From an optimization exercise on the open Yosys and OpenROAD flow, aimed at small area, a short achievable clock period and few clock cycles; shortcuts taken in it are not production practice.
Function was checked by simulation only, so behaviour that the tests miss may differ from the original.
Power figures rest on the tool's default switching activity, not on a simulated workload.

// one_shot_periodic_timer_bank_top
module one_shot_periodic_timer_bank_top #(
  parameter int SLOT_COUNT = 16,
  parameter int TIME_BITS  = 16
) (
  input  wire logic                           clk,
  input  wire logic                           rst_n,
  input  wire logic                           in_valid,
  output logic                                in_ready,
  input  wire logic [tmrbank_pkg::OP_W-1:0]   in_operation,
  input  wire logic [tmrbank_pkg::SLOT_W-1:0] in_slot,
  input  wire logic [tmrbank_pkg::INT_W-1:0]  in_interval_ms,
  output logic                                out_valid,
  input  wire logic                           out_ready,
  output logic [tmrbank_pkg::EV_W-1:0]        out_event_res,
  output logic [tmrbank_pkg::SLOT_W-1:0]      out_slot_id,
  output logic [tmrbank_pkg::STS_W-1:0]       out_status,
  output logic                                out_was_periodic,
  output logic                                out_last
);
Size in the first run: ~2500 cells after synthesis.
Settings: LEC_CHECK=0, CAP_MARGIN=20, CORE_MARGIN=2, CORE_UTILIZATION=60, CTS_CLUSTER_DIAMETER=100, CTS_CLUSTER_SIZE=30, SLEW_MARGIN=20; clock period 10.0 ns.
standard.sh (not shown) runs the stock make flow with config.mk's settings and CLKGATE_MAP_FILE= SYNTH_SCRIPT=/design/flow/synth_recipe.tcl, a recipe that flattens the netlist after the stock synthesis.
==> flow/flow/run.sh <==
#!/bin/bash
# The standard layout (standard.sh: ORFS synthesis through finish, unchanged),
# with the timing repair after CTS and after global routing told to aim for
# SETUP_SLACK_MARGIN ns of setup slack, so it works toward a shorter period
# than the 10 ns clock. make's whole output goes to flow_make.log here; ORFS
# also keeps each step's log under orfs/logs.
set -euo pipefail
bash standard.sh SETUP_SLACK_MARGIN=6 finish > flow_make.log 2>&1
The starting point passed the timing, design-rule and antenna checks.
Testbench counts at the start, summed over its fixed seeds: cycles 39,461.
Change:
==> flow/run.sh (new file) <==
#!/bin/bash
# synth_recipe.tcl (not shown) runs the flow's synth.tcl, then flattens the netlist and writes it again
# the make line also repeats each setting of config.mk as NAME=value (left out here)
make -C /OpenROAD-flow-scripts/flow DESIGN_CONFIG=/design/flow/config.mk WORK_HOME=/design/flow/orfs CLKGATE_MAP_FILE= SYNTH_SCRIPT=/design/flow/synth_recipe.tcl finish
--- a/flow/config.mk
+++ b/flow/config.mk
@@ -10,4 +10,2 @@
 export CORE_UTILIZATION = 60
-export CTS_CLUSTER_DIAMETER = 100
-export CTS_CLUSTER_SIZE = 30
 export SLEW_MARGIN = 20
removed: flow/flow/run.sh
removed: flow/standard.sh
The new run went through all stages and came out clean.
Cell count rises by 2.1%.
Critical path depth stays the same.
Wire length rises by 3.0%.
Via count rises by 1.8%.
Worst hold slack got worse by 0.015 ns.
Utilization climbs by 2.0 points.
Power is higher by 23%.
Area after synthesis does not change.
Change:
==> flow/flow/run.sh (new file) <==
#!/bin/bash
# The standard layout (standard.sh: ORFS synthesis through finish, unchanged),
# with the timing repair after CTS and after global routing told to aim for
# SETUP_SLACK_MARGIN ns of setup slack, so it works toward a shorter period
# than the 10 ns clock. make's whole output goes to flow_make.log here; ORFS
# also keeps each step's log under orfs/logs.
set -euo pipefail
bash standard.sh SETUP_SLACK_MARGIN=7 finish > flow_make.log 2>&1
==> flow/standard.sh (new file) <==
#!/bin/bash
# synth_recipe.tcl (not shown) runs the flow's synth.tcl, then flattens the netlist and writes it again
# the make line also repeats each setting of config.mk as NAME=value (left out here)
make -C /OpenROAD-flow-scripts/flow DESIGN_CONFIG=/design/flow/config.mk WORK_HOME=/design/flow/orfs CLKGATE_MAP_FILE= SYNTH_SCRIPT=/design/flow/synth_recipe.tcl "${@:-finish}"
removed: flow/run.sh
The new run completed without violations.
Clock power grows by about 4%.
Setup slack gets better by 1.2 ns.
Routed wire length grows by 11%.
Clock-buffer cell count shrinks by 14.
Design area grows by 14%.
Critical path depth grows by 1.
Non-clock buffer count grows by 227.
Total power grows by 2.4%.
Core utilization grows by 9.5 points.
Change:
--- a/flow/flow/run.sh
+++ b/flow/flow/run.sh
@@ -7,2 +7,2 @@
 set -euo pipefail
-bash standard.sh SETUP_SLACK_MARGIN=7 finish > flow_make.log 2>&1
+bash standard.sh SETUP_SLACK_MARGIN=6.5 finish > flow_make.log 2>&1
--- a/flow/config.mk
+++ b/flow/config.mk
@@ -10,2 +10,4 @@
 export CORE_UTILIZATION = 60
+export CTS_CLUSTER_DIAMETER = 100
+export CTS_CLUSTER_SIZE = 25
 export SLEW_MARGIN = 20
The new run completed with no timing, DRC or antenna violations.
Worst setup slack got worse by 0.057 ns.
Worst hold slack barely changes.
Routed wire length goes down by roughly a tenth.
Fmax fell slightly.
Clock skew is about the same.
Flip-flop and latch count does not change.
Die area does not change.
Via count is lower by a little under a tenth.
Global-route usage is lower by 3.8 points.
Change:
--- a/flow/config.mk
+++ b/flow/config.mk
@@ -10,4 +10,3 @@
 export CORE_UTILIZATION = 60
-export CTS_CLUSTER_DIAMETER = 100
-export CTS_CLUSTER_SIZE = 25
+export CTS_CLUSTER_SIZE = 22
 export SLEW_MARGIN = 20
Result: Maximum frequency goes down slightly. Worst setup slack is worse by 0.053 ns. Combinational power hardly moves. Utilization goes up by 2.5 points. Final area goes up by a few percent.

---

Another version of the RTL of one_shot_periodic_timer_bank_top (not shown whole).
Size in the first run: ~2500 cells after synthesis, roughly 650 flip-flops, roughly 54 I/O pins, roughly 30000 um^2 of cells after synthesis.
==> flow/config.mk <==
export PLATFORM = sky130hd
export DESIGN_NAME = one_shot_periodic_timer_bank_top
export DESIGN_NICKNAME = one_shot_periodic_timer_bank_top
export VERILOG_FILES = /design/flow/design.v
export SDC_FILE = /design/flow/constraint.sdc
export NUM_CORES = 4
export LEC_CHECK = 0
export CAP_MARGIN = 20
export CORE_MARGIN = 2
export CORE_UTILIZATION = 60
export SLEW_MARGIN = 20
==> flow/constraint.sdc <==
create_clock -name core_clock -period 10.0 [get_ports {clk}]
set_input_delay 2.0000 -clock core_clock [delete_from_list [all_inputs] [get_ports {clk}]]
set_output_delay 2.0000 -clock core_clock [all_outputs]
set_load 0.01 [all_outputs]
==> flow/flow/run.sh <==
#!/bin/bash
# The standard layout (standard.sh: ORFS synthesis through finish, unchanged),
# with the timing repair after CTS and after global routing told to aim for
# SETUP_SLACK_MARGIN ns of setup slack, so it works toward a shorter period
# than the 10 ns clock. make's whole output goes to flow_make.log here; ORFS
# also keeps each step's log under orfs/logs.
set -euo pipefail
bash standard.sh SETUP_SLACK_MARGIN=6.5 finish > flow_make.log 2>&1
The first run finished with timing, DRC and antenna clean.
Testbench counts at the start, summed over its fixed seeds: cycles 39,453.
Then changed:
==> flow/run.sh (new file) <==
#!/bin/bash
# synth_recipe.tcl (not shown) runs the flow's synth.tcl, then flattens the netlist and writes it again
# the make line also repeats each setting of config.mk as NAME=value (left out here)
make -C /OpenROAD-flow-scripts/flow DESIGN_CONFIG=/design/flow/config.mk WORK_HOME=/design/flow/orfs CLKGATE_MAP_FILE= SYNTH_SCRIPT=/design/flow/synth_recipe.tcl finish
removed: flow/flow/run.sh
removed: flow/standard.sh
Global-route usage drops by 3.5 points.
Cell area is lower by roughly a tenth.
Area after synthesis stays the same.
Then changed:
==> flow/flow/run.sh (new file) <==
#!/bin/bash
# The standard layout (standard.sh: ORFS synthesis through finish, unchanged),
# with the timing repair after CTS and after global routing told to aim for
# SETUP_SLACK_MARGIN ns of setup slack, so it works toward a shorter period
# than the 10 ns clock. make's whole output goes to flow_make.log here; ORFS
# also keeps each step's log under orfs/logs.
set -euo pipefail
bash standard.sh SETUP_SLACK_MARGIN=6.5 finish > flow_make.log 2>&1
==> flow/standard.sh (new file) <==
#!/bin/bash
# synth_recipe.tcl (not shown) runs the flow's synth.tcl, then flattens the netlist and writes it again
# the make line also repeats each setting of config.mk as NAME=value (left out here)
make -C /OpenROAD-flow-scripts/flow DESIGN_CONFIG=/design/flow/config.mk WORK_HOME=/design/flow/orfs CLKGATE_MAP_FILE= SYNTH_SCRIPT=/design/flow/synth_recipe.tcl "${@:-finish}"
CTS_CLUSTER_SIZE = 22   (was default)
removed: flow/run.sh
What happened: The changed run passed the timing, design-rule and antenna checks. Fmax climbs by 39%. Wire length climbs by 11%. Register-to-register slack improved by 1500 ps. Design area increases by 10%. Sequential power is about the same. Clock power stays flat.

---

== run 1 ==
Another version of the RTL of one_shot_periodic_timer_bank_top (not shown whole).
Size in the first run: ~2,300 cells after synthesis, roughly 720 flip-flops, ~54 I/O pins, ~31,000 µm² of cells after synthesis.
==> flow/config.mk <==
export PLATFORM = sky130hd
export DESIGN_NAME = one_shot_periodic_timer_bank_top
export DESIGN_NICKNAME = one_shot_periodic_timer_bank_top
export VERILOG_FILES = /design/flow/design.v
export SDC_FILE = /design/flow/constraint.sdc
export NUM_CORES = 4
export LEC_CHECK = 0
export CAP_MARGIN = 20
export CORE_MARGIN = 2
export CORE_UTILIZATION = 70
export CTS_CLUSTER_DIAMETER = 100
export CTS_CLUSTER_SIZE = 25
export SLEW_MARGIN = 20
==> flow/constraint.sdc <==
create_clock -name core_clock -period 10.0 [get_ports {clk}]
set_input_delay 2.0000 -clock core_clock [delete_from_list [all_inputs] [get_ports {clk}]]
set_output_delay 2.0000 -clock core_clock [all_outputs]
set_load 0.01 [all_outputs]
==> flow/flow/run.sh <==
#!/bin/bash
# The standard layout (standard.sh: ORFS synthesis through finish, unchanged),
# with the timing repair after CTS and after global routing told to aim for
# SETUP_SLACK_MARGIN ns of setup slack, so it works toward a shorter period
# than the 10 ns clock. make's whole output goes to flow_make.log here; ORFS
# also keeps each step's log under orfs/logs.
set -euo pipefail
bash standard.sh SETUP_SLACK_MARGIN=7 finish > flow_make.log 2>&1
Testbench counts of run 1, summed over its fixed seeds: cycles 39,461.
Inputs modified between run 1 and run 2:
Settings: swapping 70 for 60 in CORE_UTILIZATION.
==> comparison <==
Result: PASS for each of run 2 and run 1
Summary: with run 1 as the reference, power in run 2 moved down slightly.
Critical path launch point: rdy_r -> run 2, tk_r -> run 1
Going from run 1 to run 2, via density per instance went down 9.0%; insertion delay of the later-clocked pin in the worst-skew pair level; highest cell delay on the worst timing path decreased 180 ps.
Run 1 vs run 2, capturing instance or port of the critical path: mt_r[8] vs in_ready
Re setup slack: run 1 was lower than run 2.
Summary: with run 1 as the reference, height of the die in run 2 moved up by a little under 10%.
Run 2: area overhead of the layout relative to synthesis lower than run 1
[compare] base=run 1 new=run 2: power per cell area flat, non-clock buffer count down 13.
For run 2, the critical path class was register to output pin, unlike run 1, where it was register to register.
What run 3 does differently from run 2 at the input level:
--- a/flow/flow/run.sh
+++ b/flow/flow/run.sh
@@ -8 +8 @@
-bash standard.sh SETUP_SLACK_MARGIN=7 finish > flow_make.log 2>&1
+bash standard.sh SETUP_SLACK_MARGIN=6.75 finish > flow_make.log 2>&1
==> comparison <==
Run 3 has met1 track utilization from global routing below what run 2 had. Compared to run 2, run 3 reaches a lower achievable clock. Run 3 vs run 2: multi-input logic portion of the cell area down. NOTE: arrival time of the worst setup path in run 3 exceeds that of run 2. Run 3: number of diodes added for antenna fixing higher than run 2. The number of failing hold endpoints at the final stage of run 2 and that of run 3 are within noise of each other. Run 2 -> run 3: footprint of the flip-flops and latches flat. Of run 3 and run 2, run 2 shows the higher register-to-register slack, with run 3 below it. Higher leakage power total was reported by run 2, not run 3.

---

## run A
The RTL this note starts from:
==> flow/design.v <==
`default_nettype none
package tmrbank_pkg;
  localparam int OP_W   = 3;
  localparam int SLOT_W = 4;
  localparam int INT_W  = 31;
  localparam int EV_W   = 2;
  localparam int STS_W  = 2;
  localparam logic [OP_W-1:0] OP_TICK       = 3'd0;
  localparam logic [OP_W-1:0] OP_START_ONE  = 3'd1;
  localparam logic [OP_W-1:0] OP_START_PER  = 3'd2;
  localparam logic [OP_W-1:0] OP_RESTART    = 3'd3;
  localparam logic [OP_W-1:0] OP_CANCEL     = 3'd4;
  localparam logic [OP_W-1:0] OP_CANCEL_ALL = 3'd5;
  localparam logic [EV_W-1:0] EV_EXPIRED = 2'd0;
  localparam logic [EV_W-1:0] EV_CREATED = 2'd1;
  localparam logic [EV_W-1:0] EV_ACK     = 2'd2;
  localparam logic [STS_W-1:0] STS_OK       = 2'd0;
  localparam logic [STS_W-1:0] STS_FULL     = 2'd1;
  localparam logic [STS_W-1:0] STS_INACTIVE = 2'd2;
  localparam int MAX_RES = 16;
  localparam int CNT_W   = 5;
  localparam int QDEPTH = 2;
  localparam int QCNT_W = 2;
  typedef struct packed {
    logic [OP_W-1:0]   op;
    logic [SLOT_W-1:0] slot;
    logic              slot_ok;
    logic [INT_W-1:0]  interval;
  } cmd_t;
endpackage
`default_nettype wire
`default_nettype none
`default_nettype wire
`default_nettype none
`default_nettype wire
`default_nettype none
import tmrbank_pkg::*;
module one_shot_periodic_timer_bank_top #(
  parameter int SLOT_COUNT = 16,
  parameter int TIME_BITS  = 16
) (
  input  wire logic                           clk,
  input  wire logic                           rst_n,
  input  wire logic                           in_valid,
  output logic                                in_ready,
  input  wire logic [tmrbank_pkg::OP_W-1:0]   in_operation,
  input  wire logic [tmrbank_pkg::SLOT_W-1:0] in_slot,
  input  wire logic [tmrbank_pkg::INT_W-1:0]  in_interval_ms,
  output logic                                out_valid,
  input  wire logic                           out_ready,
  output logic [tmrbank_pkg::EV_W-1:0]        out_event_res,
  output logic [tmrbank_pkg::SLOT_W-1:0]      out_slot_id,
  output logic [tmrbank_pkg::STS_W-1:0]       out_status,
  output logic                                out_was_periodic,
  output logic                                out_last
);
  localparam int N  = 16;
  localparam int TW = 16;
  logic [N-1:0]  a_r, b_r;
  logic [TW-1:0] dl_r [N];    
  logic [TW-1:0] em_r [N];    
  logic [N-1:0]  ez_r;        
  logic [TW-1:0] c_r;         
  logic [N-1:0]  mt_r;        
  logic [N-1:0]  fr_r;        
  logic          fu_r;        
  logic [N-1:0]  pm_r;        
  logic [N-1:0]  rl_r;        
  logic [N-1:0]  rb_r;        
  logic [TW-1:0] rb_e_r;      
  logic          rdy_r;
  logic          xv_r;
  logic [2:0]    xop_r;
  logic [3:0]    xslot_r;
  logic          xbig_r;       
  logic [TW-1:0] xeff_r;       
  logic          ov_r, sv_r;
  logic [9:0]    ob_r, sb_r;   
  function automatic logic [N-1:0] low_bit(input logic [N-1:0] m);
    logic [N-1:0] p;
    p = m;
    for (int s = 1; s < N; s = s * 2) p = p | (p << s);
    low_bit = m & ~(p << 1);
  endfunction
  function automatic logic [TW-1:0] ks_add(input logic [TW-1:0] a, input logic [TW-1:0] b);
    logic [TW-1:0] g, p, t;
    t = a ^ b;
    g = a & b;
    p = t;
    for (int s = 1; s < TW; s = s * 2) begin
      g = g | (p & (g << s));
      p = p & (p << s);
    end
    ks_add = t ^ (g << 1);
  endfunction
  function automatic logic [3:0] enc(input logic [N-1:0] oh);
    logic [3:0] r;
    r = '0;
    for (int i = 0; i < N; i++) if (oh[i]) r = r | 4'(i);
    enc = r;
  endfunction
  logic exec, o_free;
  assign exec   = xv_r && rdy_r;
  assign o_free = !ov_r || out_ready;
  logic is_tick, is_start, is_restart, is_cancel, is_cancel_all;
  assign is_tick       = exec && (xop_r == OP_TICK);
  assign is_start      = exec && ((xop_r == OP_START_ONE) || (xop_r == OP_START_PER));
  assign is_restart    = exec && (xop_r == OP_RESTART);
  assign is_cancel     = exec && (xop_r == OP_CANCEL);
  assign is_cancel_all = exec && (xop_r == OP_CANCEL_ALL);
  logic [TW-1:0] em_sel;
  always_comb begin
    em_sel = '0;
    for (int i = 0; i < N; i++) em_sel = em_sel | (em_r[i] & {TW{rl_r[i]}});
  end
  logic         rb_z;
  logic [N-1:0] hit;
  assign rb_z = (rb_e_r == '0);
  always_comb begin
    for (int i = 0; i < N; i++) begin
      if (rl_r[i])      hit[i] = a_r[i] && ez_r[i];
      else if (rb_r[i]) hit[i] = a_r[i] && rb_z;
      else              hit[i] = a_r[i] && mt_r[i];
    end
  end
  logic [N-1:0] h_low, p_low;
  logic [N-1:0] h_rest, p_rest;
  assign h_low  = low_bit(hit);
  assign h_rest = hit & ~h_low;
  assign p_low  = low_bit(pm_r);
  assign p_rest = pm_r & ~p_low;
  logic [N-1:0]  act, free_low;
  logic          full;
  assign act      = a_r | b_r;
  assign free_low = fr_r;
  assign full     = fu_r;
  logic [N-1:0] sl_oh;
  logic         sl_act;
  assign sl_oh  = N'(1) << xslot_r;
  assign sl_act = |(act & sl_oh);
  logic [N-1:0] a_clr, b_clr;
  assign a_clr = ((hit & ~b_r) & {N{is_tick}}) | (sl_oh & {N{is_cancel}}) | {N{is_cancel_all}};
  assign b_clr = (sl_oh & {N{is_cancel}}) | {N{is_cancel_all}} | (free_low & {N{is_start}});
  logic [N-1:0] a_n, b_n;
  assign a_n = (a_r & ~a_clr) | (free_low & {N{is_start && !full && !xbig_r}});
  assign b_n = (b_r & ~b_clr) | (free_low & {N{is_start && !full && (xbig_r || (xop_r == OP_START_PER))}});
  logic [TW-1:0] c_n;
  logic [N-1:0]  mt_n;
  assign c_n = is_tick ? c_r + TW'(1) : c_r;
  always_comb begin
    for (int i = 0; i < N; i++)
      mt_n[i] = rb_r[i] ? (rb_e_r == TW'(is_tick)) : (dl_r[i] == c_n);
  end
  logic       x_beat;
  logic [9:0] x_b;
  always_comb begin
    x_beat = 1'b0;
    x_b    = {EV_EXPIRED, enc(h_low), STS_OK, |(h_low & b_r), (h_rest == '0)};
    unique case (xop_r)
      OP_TICK: begin
        x_beat = |hit;
      end
      OP_START_ONE, OP_START_PER: begin
        x_beat = 1'b1;
        x_b    = {EV_CREATED, full ? 4'd0 : enc(free_low), full ? STS_FULL : STS_OK, 1'b0, 1'b1};
      end
      OP_RESTART, OP_CANCEL: begin
        x_beat = 1'b1;
        x_b    = {EV_ACK, xslot_r, sl_act ? STS_OK : STS_INACTIVE, 1'b0, 1'b1};
      end
      OP_CANCEL_ALL: begin
        x_beat = 1'b1;
        x_b    = {EV_ACK, 4'd0, STS_OK, 1'b0, 1'b1};
      end
      default: ;
    endcase
    x_beat = x_beat && exec;
  end
  logic p_any, p_go;
  assign p_any = (pm_r != '0);
  assign p_go  = p_any && o_free && !sv_r;
  logic [9:0] nb;
  logic       nbv;
  always_comb begin
    if (sv_r) begin
      nb  = sb_r;
      nbv = 1'b1;
    end else if (p_any) begin
      nb  = {EV_EXPIRED, enc(p_low), STS_OK, |(p_low & b_r), (p_rest == '0)};
      nbv = 1'b1;
    end else begin
      nb  = x_b;
      nbv = x_beat;
    end
  end
  logic [N-1:0] pm_n;
  logic         pm_z_n, sv_n, xv_n;
  always_comb begin
    pm_n   = pm_r;
    pm_z_n = !p_any;
    if (is_tick) begin
      pm_n   = h_rest;
      pm_z_n = (h_rest == '0);
    end else if (p_go) begin
      pm_n   = p_rest;
      pm_z_n = (p_rest == '0);
    end
    sv_n = !o_free && (sv_r || x_beat);
    xv_n = rdy_r ? in_valid : xv_r;
  end
  always_ff @(posedge clk) begin
    if (!rst_n) begin
      a_r    <= '0;
      b_r    <= '0;
      fr_r   <= N'(1);
      fu_r   <= 1'b0;
      c_r    <= TW'(1);
      pm_r   <= '0;
      rl_r   <= '0;
      rb_r   <= '0;
      rdy_r  <= 1'b1;
      xv_r   <= 1'b0;
      ov_r   <= 1'b0;
      sv_r   <= 1'b0;
    end else begin
      if (o_free) ov_r <= nbv;
      sv_r   <= sv_n;
      pm_r   <= pm_n;
      xv_r   <= xv_n;
      rdy_r  <= !xv_n || (pm_z_n && !sv_n);
      rb_r   <= rl_r;
      rl_r   <= ((p_low & b_r) & {N{p_go}}) |
                ((h_low & b_r) & {N{is_tick}}) |
                (free_low & {N{is_start && !full}}) |
                (sl_oh & {N{is_restart && sl_act}});
      c_r    <= c_n;
      a_r    <= a_n;
      b_r    <= b_n;
      fr_r   <= low_bit(~(a_n | b_n));
      fu_r   <= &(a_n | b_n);
    end
  end
  always_ff @(posedge clk) begin
    rb_e_r <= em_sel - (is_tick ? TW'(2) : TW'(1));
    mt_r   <= mt_n;
    if (o_free) ob_r <= nb;
    if (!o_free && x_beat) sb_r <= x_b;
    if (rdy_r) begin
      xop_r   <= in_operation;
      xslot_r <= in_slot;
      xbig_r  <= |in_interval_ms[INT_W-1:TW];
      xeff_r  <= {in_interval_ms[TW-1:1], in_interval_ms[0] || (in_interval_ms[TW-1:0] == '0)};
    end
    for (int i = 0; i < N; i++) begin
      if (rb_r[i]) dl_r[i] <= ks_add(c_r, rb_e_r);
      if (is_start && !full && free_low[i]) begin
        em_r[i] <= xeff_r;
        ez_r[i] <= (xeff_r == TW'(1));
      end
    end
  end
  assign in_ready         = rdy_r;
  assign out_valid        = ov_r;
  assign {out_event_res, out_slot_id, out_status, out_was_periodic, out_last} = ob_r;
endmodule
`default_nettype wire
Settings: LEC_CHECK=0, CAP_MARGIN=20, CORE_MARGIN=2, CORE_UTILIZATION=60, CTS_CLUSTER_DIAMETER=100, CTS_CLUSTER_SIZE=25, SLEW_MARGIN=20; clock period 10.0 ns.
==> flow/flow/run.sh <==
#!/bin/bash
# The standard layout (standard.sh: ORFS synthesis through finish, unchanged),
# with the timing repair after CTS and after global routing told to aim for
# SETUP_SLACK_MARGIN ns of setup slack, so it works toward a shorter period
# than the 10 ns clock. make's whole output goes to flow_make.log here; ORFS
# also keeps each step's log under orfs/logs.
set -euo pipefail
bash standard.sh SETUP_SLACK_MARGIN=6.5 finish > flow_make.log 2>&1
Run A | status: complete | timing, DRC, antenna: pass
Testbench counts of run A, summed over its fixed seeds: cycles 39,461.
### run A -> run B
diff --git a/flow/flow/run.sh b/flow/flow/run.sh
--- a/flow/flow/run.sh
+++ b/flow/flow/run.sh
@@ -6,3 +6,3 @@
 # also keeps each step's log under orfs/logs.
 set -euo pipefail
-bash standard.sh SETUP_SLACK_MARGIN=6.5 finish > flow_make.log 2>&1
+bash standard.sh SETUP_SLACK_MARGIN=7 finish > flow_make.log 2>&1
### Flow results
Run A finished every step from synthesis to the final layout, and the layout passed the timing, design-rule and antenna checks.
Run B went all the way through the flow, and no timing, DRC or antenna check failed.
Sequential share of layout area (run B over run A): decrease, 4.0 points
Comparing power density relative to cell area for run A and run B, the smaller number came from run B.
Run B vs. run A: clock-cell share of area went down by 0.32 points.
Slack of the critical path: run B > run A
Delta (run B minus run A): final non-filler cell area went up 2600 µm²; total clock buffers created by CTS fell 2.8%; path length in cells of the critical path went up; layout overhead on the synthesized area moved up; clock network power share dropped 0.4 points.
Clock network latency to the later pin of the worst-skew pair: run A vs run B — no meaningful difference
Here is what was changed in the inputs of run C compared with run B.
Settings: TNS_END_PERCENT: unset -> 10.
diff --git a/flow/flow/run.sh b/flow/flow/run.sh
--- a/flow/flow/run.sh
+++ b/flow/flow/run.sh
@@ -6,3 +6,3 @@
 # also keeps each step's log under orfs/logs.
 set -euo pipefail
-bash standard.sh SETUP_SLACK_MARGIN=7 finish > flow_make.log 2>&1
+bash standard.sh SETUP_SLACK_MARGIN=6.75 finish > flow_make.log 2>&1
[summary]
The final layout from run C, which completed every stage, passed the timing, design-rule and antenna checks at the end of the flow.
[run C] filler-free cell count of the finished design fell about 4% relative to run B
Delta (run C minus run B): critical path depth dropped 7, slack of the critical path has decreased, share of the core filled with cells in the final layout lower.
For run C, the highest routed metal layer was met5, unlike run B, where it was met4.

afterwards: timing with drivers on the ports:
Ports are ideal in the flow. The routed layouts listed here were re-timed in OpenROAD. Step 1, drivers: a clkbuf_16 drives clk and a buf_2 each remaining input, both assumed. Step 2, shift: input delay + t, output delay - t, t = (earliest + latest rising clock arrival at the registers) / 2. This alone moves slack from input paths to output paths. Three values: no drivers, after step 1, after step 2; two values: the first two.
run | t (ns) | setup slack, ns | clock arrival spread, ns | cell pins on the clock port's net
the first run of note 1 | 0.691 | 5.990 / 5.990 / 5.608 | 0.047 / 0.047 | 1
the second run of note 1 | 0.675 | 5.323 / 5.323 / 5.323 | 0.028 / 0.028 | 1
the third run of note 1 | 0.691 | 6.499 / 6.499 / 6.409 | 0.030 / 0.029 | 1
the fourth run of note 1 | 0.712 | 6.442 / 6.442 / 5.941 | 0.030 / 0.030 | 1
the fifth run of note 1 | 0.679 | 6.389 / 6.389 / 5.924 | 0.024 / 0.025 | 1
the first run of note 2 | 0.664 | 6.323 / 6.323 / 5.685 | 0.033 / 0.032 | 1
the second run of note 2 | 0.672 | 4.832 / 4.832 / 4.312 | 0.033 / 0.033 | 1
the third run of note 2 | 0.666 | 6.283 / 6.283 / 5.681 | 0.034 / 0.034 | 1
run 1 | 0.643 | 6.727 / 6.727 / 6.339 | 0.035 / 0.035 | 1
run 2 | 0.637 | 6.851 / 6.788 / 6.453 | 0.026 / 0.027 | 1
run 3 | 0.655 | 6.701 / 6.639 / 6.145 | 0.029 / 0.029 | 1
run A | 0.661 | 6.498 / 6.472 / 5.990 | 0.032 / 0.032 | 1
run B | 0.665 | 6.837 / 6.775 / 6.438 | 0.037 / 0.037 | 1
run C | 0.659 | 6.513 / 6.491 / 5.870 | 0.035 / 0.035 | 1
After both steps every run listed still meets setup and hold. For run C, which loses most, drivers alone change the setup slack by -0.022 ns; drivers and shift together by -0.643 ns.
